Background: an optimization exercise with open tools, aiming at small area and a short achievable clock period. Do not read the settings as production practice.
The RTL was checked by simulation tests, not by an equivalence proof against the original design.
Power is estimated from default activity; no workload was simulated.

File: flow/config.mk
export PLATFORM = sky130hd
export DESIGN_NAME = uart_ring_dump_ctrl
export DESIGN_NICKNAME = uart_ring_dump_ctrl
export VERILOG_FILES = /design/flow/design.v
export SDC_FILE = /design/flow/constraint.sdc
export NUM_CORES = 4
export LEC_CHECK = 0
export CAP_MARGIN = 20
export CORE_MARGIN = 2
export CORE_UTILIZATION = 40
export SLEW_MARGIN = 20
File: flow/constraint.sdc
create_clock -name core_clock -period 7.0 [get_ports {Clk}]
set_input_delay 1.4000 -clock core_clock [delete_from_list [all_inputs] [get_ports {Clk}]]
set_output_delay 1.4000 -clock core_clock [all_outputs]
set_load 0.01 [all_outputs]
File: flow/design.v
`default_nettype none
package uart_ring_pkg;
  typedef enum logic [2:0] {
    S_IDLE = 3'd0,
    S_RD   = 3'd1,
    S_WAIT = 3'd2,
    S_SEND = 3'd3,
    S_WTX  = 3'd4
  } state_t;
  localparam logic MODE_DRAIN  = 1'b0;
  localparam logic MODE_REPLAY = 1'b1;
endpackage
`default_nettype wire
`default_nettype none
module uart_ring_ram #(
  parameter int DATA_W = 8,
  parameter int ADDR_W = 8
) (
  input  logic              i_clk,
  input  logic              i_wr_en,
  input  logic [ADDR_W-1:0] i_wr_addr,
  input  logic [DATA_W-1:0] i_wr_data,
  input  logic [ADDR_W-1:0] i_rd_addr,
  output logic [DATA_W-1:0] o_rd_data
);
  localparam int c_depth = 1 << ADDR_W;
  logic [DATA_W-1:0] r_mem [0:c_depth-1];
  always_ff @(posedge i_clk) begin
    if (i_wr_en) begin
      r_mem[i_wr_addr] <= i_wr_data;
    end
    o_rd_data <= r_mem[i_rd_addr];
  end
endmodule
`default_nettype wire
`default_nettype none
module uart_ring_dump_ctrl #(
  parameter int   DATA_W    = 8,
  parameter int   ADDR_W    = 8,
  parameter logic KEY_PRESS = 1'b0
) (
  input  logic              Clk,
  input  logic              Rst,
  input  logic              Rx_done,
  input  logic [DATA_W-1:0] Rx_byte,
  input  logic              Key_flag,
  input  logic              Key_state,
  input  logic              Mode,
  input  logic              Tx_done,
  output logic              Tx_en,
  output logic [DATA_W-1:0] Tx_data,
  output logic              Busy,
  output logic              Empty,
  output logic              Full,
  output logic [ADDR_W:0]   Count,
  output logic              Overflow
);
  localparam logic [ADDR_W:0] c_depth = {1'b1, {ADDR_W{1'b0}}};
  localparam logic [ADDR_W:0] c_one   = {{ADDR_W{1'b0}}, 1'b1};
  uart_ring_pkg::state_t              r_state;
  uart_ring_pkg::state_t              w_next_state;
  logic [ADDR_W:0]     r_wr_ptr;
  logic [ADDR_W:0]     r_rd_ptr;
  logic [ADDR_W:0]     r_remain;
  logic [ADDR_W:0]     w_count;
  logic [ADDR_W-1:0]   r_scan_ptr;
  logic                r_mode;
  logic                r_overflow;
  logic [DATA_W-1:0]   r_tx_data;
  logic [DATA_W-1:0]   w_q;
  logic                w_full;
  logic                w_wr_en;
  logic                w_drop;
  logic                w_start;
  logic                w_pop;
  assign w_count = r_wr_ptr - r_rd_ptr;
  assign w_full  = (w_count == c_depth);
  assign w_wr_en = Rx_done && !w_full;
  assign w_drop  = Rx_done && w_full;
  assign w_start = (r_state == uart_ring_pkg::S_IDLE) && Key_flag && (Key_state == KEY_PRESS);
  assign w_pop   = (r_state == uart_ring_pkg::S_WTX) && Tx_done;
  uart_ring_ram #(
    .DATA_W (DATA_W),
    .ADDR_W (ADDR_W)
  ) u_ram (
    .i_clk     (Clk),
    .i_wr_en   (w_wr_en),
    .i_wr_addr (r_wr_ptr[ADDR_W-1:0]),
    .i_wr_data (Rx_byte),
    .i_rd_addr (r_scan_ptr),
    .o_rd_data (w_q)
  );
  always_ff @(posedge Clk or posedge Rst) begin
    if (Rst) begin
      r_state <= uart_ring_pkg::S_IDLE;
    end else begin
      r_state <= w_next_state;
    end
  end
  always_comb begin
    w_next_state = r_state;
    Tx_en        = 1'b0;
    case (r_state)
      uart_ring_pkg::S_IDLE: if (w_start && (w_count != '0)) w_next_state = uart_ring_pkg::S_RD;
      uart_ring_pkg::S_RD:   w_next_state = uart_ring_pkg::S_WAIT;
      uart_ring_pkg::S_WAIT: w_next_state = uart_ring_pkg::S_SEND;
      uart_ring_pkg::S_SEND: begin
        Tx_en        = 1'b1;
        w_next_state = uart_ring_pkg::S_WTX;
      end
      uart_ring_pkg::S_WTX:  if (Tx_done) w_next_state = (r_remain != c_one) ? uart_ring_pkg::S_RD : uart_ring_pkg::S_IDLE;
      default: w_next_state = uart_ring_pkg::S_IDLE;
    endcase
  end
  always_ff @(posedge Clk or posedge Rst) begin
    if (Rst) begin
      r_wr_ptr   <= '0;
      r_rd_ptr   <= '0;
      r_scan_ptr <= '0;
      r_remain   <= '0;
      r_mode     <= uart_ring_pkg::MODE_DRAIN;
      r_overflow <= 1'b0;
      r_tx_data  <= '0;
    end else begin
      if (w_wr_en) begin
        r_wr_ptr <= r_wr_ptr + c_one;
      end
      if (w_start) begin
        r_mode     <= Mode;
        r_scan_ptr <= r_rd_ptr[ADDR_W-1:0];
        r_remain   <= w_count;
      end else if (w_pop) begin
        r_scan_ptr <= r_scan_ptr + ADDR_W'(1);
        r_remain   <= r_remain - c_one;
        if (r_mode == uart_ring_pkg::MODE_DRAIN) begin
          r_rd_ptr <= r_rd_ptr + c_one;
        end
      end
      if (r_state == uart_ring_pkg::S_WAIT) begin
        r_tx_data <= w_q;
      end
      if (w_drop) begin
        r_overflow <= 1'b1;
      end else if (w_start) begin
        r_overflow <= 1'b0;
      end
    end
  end
  assign Tx_data  = r_tx_data;
  assign Busy     = (r_state != uart_ring_pkg::S_IDLE);
  assign Empty    = (w_count == '0);
  assign Full     = w_full;
  assign Count    = w_count;
  assign Overflow = r_overflow;
endmodule
`default_nettype wire
File: flow/run.sh
#!/bin/bash
# synth_recipe.tcl (not shown) runs the flow's synth.tcl, then flattens the netlist and writes it again
# the make line also repeats each setting of config.mk as NAME=value (left out here)
make -C /OpenROAD-flow-scripts/flow DESIGN_CONFIG=/design/flow/config.mk WORK_HOME=/design/flow/orfs CLKGATE_MAP_FILE= SYNTH_SCRIPT=/design/flow/synth_recipe.tcl finish
==> results.txt <==
[area by class of cell]
| class | instances | area, sq um | share of cell area, % |
|---|---|---|---|
| inverter | 21 | 78.8 | 0.0838 |
| clock buffer | 261 | 5530 | 5.88 |
| antenna | 4 | 10.0 | 0.0106 |
| clock inverter | 121 | 942 | 1.00 |
| tap | 2704 | 3380 | 3.60 |
| timing repair buffer | 163 | 1560 | 1.66 |
| sequential | 2104 | 62900 | 66.8 |
| multi-input combinational | 1737 | 19700 | 20.9 |
[worst max-delay path: cells and delay by family (launching register included)]
family,cells,cell delay (ns)
AOI/OAI and AO/OA,2,0.48
adders and majority gates,2,0.65
buffers and inverters,3,0.90
xor gates and xnor gates,1,0.60
DFF,1,0.43
and+or+nand+nor,3,0.61
[power breakdown]
group,switching [W],leakage (nW),internal [W]
combinational,0.00653,6.75,0.00397
sequential,0.000413,19.1,0.0141
clock,0.00466,3.13,0.00604
[final timing paths]
check,startpoint,endpoint,slack [ns]
min in group asynchronous,Rst,r_remain[8],1.07
worst min-delay path,u_ram.o_rd_data[3],r_tx_data[3],0.47
worst max-delay path,r_wr_ptr[0],Empty,1.08
worst min register to register,u_ram.o_rd_data[3],r_tx_data[3],0.47
worst max register to register,r_wr_ptr[0],u_ram.r_mem[203][4],2.19
max in group asynchronous,Rst,r_scan_ptr[1],5.37
[cell usage in the layout, fill, tap and decap left out, types with 15 or more instances in the layout]
| cell | count |
|---|---|
| a211oi_1 | 34 |
| a21oi_1 | 65 |
| a221oi_1 | 31 |
| a22oi_1 | 73 |
| buf_12 | 19 |
| buf_4 | 97 |
| clkbuf_1 | 47 |
| clkbuf_16 | 214 |
| clkdlybuf4s50_1 | 28 |
| clkinv_1 | 73 |
| clkinv_2 | 19 |
| dfrtp_1 | 41 |
| edfxtp_1 | 2048 |
| ha_1 | 16 |
| inv_1 | 18 |
| mux2_2 | 79 |
| mux2i_1 | 167 |
| mux4_2 | 429 |
| nand2_1 | 89 |
| nand3_1 | 45 |
| nor2_1 | 62 |
| nor2b_1 | 25 |
| nor3_1 | 97 |
| nor3_2 | 191 |
| o211ai_1 | 16 |
| o21ai_0 | 61 |
| o221ai_1 | 35 |
| xnor2_1 | 15 |
[cells by family (layout without fill, tap and decap cells)]
logic type	count (synthesis)	in the layout	share of synthesized area (%)
flip-flops	2104	2104	75.7
buffers and inverters	293	566	1.90
adder cells (fa/ha/maj)	17	17	0.265
XOR/XNOR	28	28	0.295
AO/OA/AOI/OAI	426	426	3.66
multiplexers	676	676	14.7
other	0	4	0
AND/OR/NAND/NOR	590	590	3.47
[sequential cells by signal, summed over array words and instances, names as in the netlist]
| register | cells |
|---|---|
| r_state | 3 |
| r_rd_ptr | 9 |
| r_overflow | 1 |
| u_ram.o_rd_data | 8 |
| u_ram.r_mem | 2048 |
| r_tx_data | 8 |
| r_remain | 9 |
| r_scan_ptr | 8 |
| r_mode | 1 |
| r_wr_ptr | 9 |
[per-stage QoR]
step,area [sq um],worst slack (ns)
4_1_cts,93300,1.03
2_1_floorplan,83100,2.83
5_1_grt,94100,0.881
6_report,94100,1.08
3_3_place_gp,86500,1.99
3_5_place_dp,86800,1.99
[layer usage]
layer  GRT usage, %  vias to the layer above
li1               -                    17463
met1           29.8                    22543
met2           31.9                     2083
met3           4.30                      294
met4           6.62                        0
met5              0                        -
==> results_dict.tcl <==
set metrics [dict create \
    min_period_ns 5.92 \
    nets 4268 \
    syn_area_sq_mm 0.0831 \
    async_flop_share_pct 2.28 \
    path_clk_slew_ns 0.06 \
    fp.dieH_microns 460 \
    core_sq_mm 0.207 \
    synth_top_area_share_pct 74.0 \
    drc 0 \
    synth-seq-area-share_pct 75.7 \
    final-setup-viol-count 0 \
    cts_buffer_depth 3 \
    drt-vias-per-instance 5.96 \
    cts_max_level 4 \
    grt_max_degree 170 \
    power_density_mw_per_mm2 379 \
    yosysMostFrequentCell "edfxtp_1" \
    gp_congestion 0.850 \
    drtAntennaViolNets 0 \
    syn_inst 4134 \
    setup_tns_ns 0 \
    cts_root_buffer "clkbuf_16" \
    cts_setup_buffers 0 \
    max_clock_freq_mhz 169 \
    cts_resized 0 \
    final_cell_count_no_fill 7115 \
    power.total_w 0.0357 \
    netlist_top_cells_count "edfxtp_1 (2,048), mux4_2 (429), nor3_1 (288)" \
    hold_path.class "flop to flop" \
    drt-wirelength-per-cell_microns 31.1 \
    cpPeakStageDelay_ns 0.60 \
    whs_ns 0.466 \
    ys_warn_count 2 \
    ys_types 73 \
    worstPathRequired_ns 5.60 \
    hold_depth 1 \
    p_leak_nw 28.9 \
    crit_fanout 8 \
    clock_skew_ns 0.0340 \
    setup.worst_path.start_class "flop" \
    grt_use_total_pct 20.8 \
    yosys.area.top_type "edfxtp_1" \
    area_growth_pct 13.3 \
    drive_above_1_share_pct 25.9 \
    drv_cap 0 \
    avgSynthCellArea_sq_um 20.1 \
    clock_latency_ns 0.85 \
    cts_buffers 209 \
    end_kind "primary output" \
    critPathArrivalTime_ns 4.52 \
    syn_nets 4166 \
    ys_top_cells_by_area "edfxtp_1 (74%), mux4_2 (12%), mux2i_1 (2.0%)" \
    slew_headroom_pct 20.6 \
    utilization_pct 45.5 \
    final-max-slew-violation-count 0 \
    rsz0062_at_grt "no" \
    n_fill_cell 17219 \
    hpwl_microns 128000 \
    fp.dieW_microns 460 \
    path_cells "inv_1 -> ha_1 -> fa_1 -> nor2b_1 -> nor3_1 -> o31a_1 -> o21ai_1 -> xor2_1 -> inv_2 -> nor4b_1 -> clkdlybuf4s50_1" \
    critical_path_class "flop to primary output" \
    met1_length_microns 92500 \
    dp_cells 6726 \
    worst_slew_pin_slew_ns 1.18 \
    dr.pass1.iters 6 \
    drtIter0Drc 5354 \
    finalHoldViolations 0 \
    port_buffers 36 \
    r2r.worst_path.cells 11 \
    initial_core_util_pct 40.2 \
    period_share_pct 84.6 \
    globalRouteOverflowTotal 0 \
    grt_pass1_wl_microns 315000 \
    cts_hold_buf 0 \
    cts_tree "built" \
    dieArea_sq_mm 0.211 \
    synth_ff_type "edfxtp_1" \
    wirelength_microns 221000 \
    synth-edff-count 2048 \
    ir_worst_vdd_mv 0.299 \
    maxUsedRoutingLayer "met4" \
    outcome "timing/DRC/antenna clean" \
    synth-seq-cells 2104 \
    route.met3.wl_microns 19300 \
    cts_sinks 2104 \
    slowest_stage "xor2_1" \
    dr_wl_met2_microns 104000 \
    antenna_found_initial 6 \
    num_vias 42383 \
    ios 37 \
    std_cell_rows 167 \
    grt_pass1_vias 42269 \
]

## static timing again, ports no longer ideal
Ports are ideal in the flow. The routed layout listed here was re-timed in OpenROAD.
Step 1 assumes that a clkbuf_16 drives the clock port and a buf_2 every other input.
Step 2, shift: input delay + t, output delay - t, t = (earliest + latest rising clock arrival at the registers) / 2. This alone moves slack from input paths to output paths.
Three values: ideal ports, drivers, drivers and shift; two values: the first two.
shift t [ns]: 0.920
setup WS [ns]: 1.077 / 0.990 / 1.910
worst setup path after step 2: register to output
latest minus earliest clock arrival (ns): 0.040 / 0.039
pins driven straight from the clock port: 1
After both steps this run still meets setup and hold. The setup slack of this run moves by -0.087 ns with the drivers and by +0.833 ns with both steps.
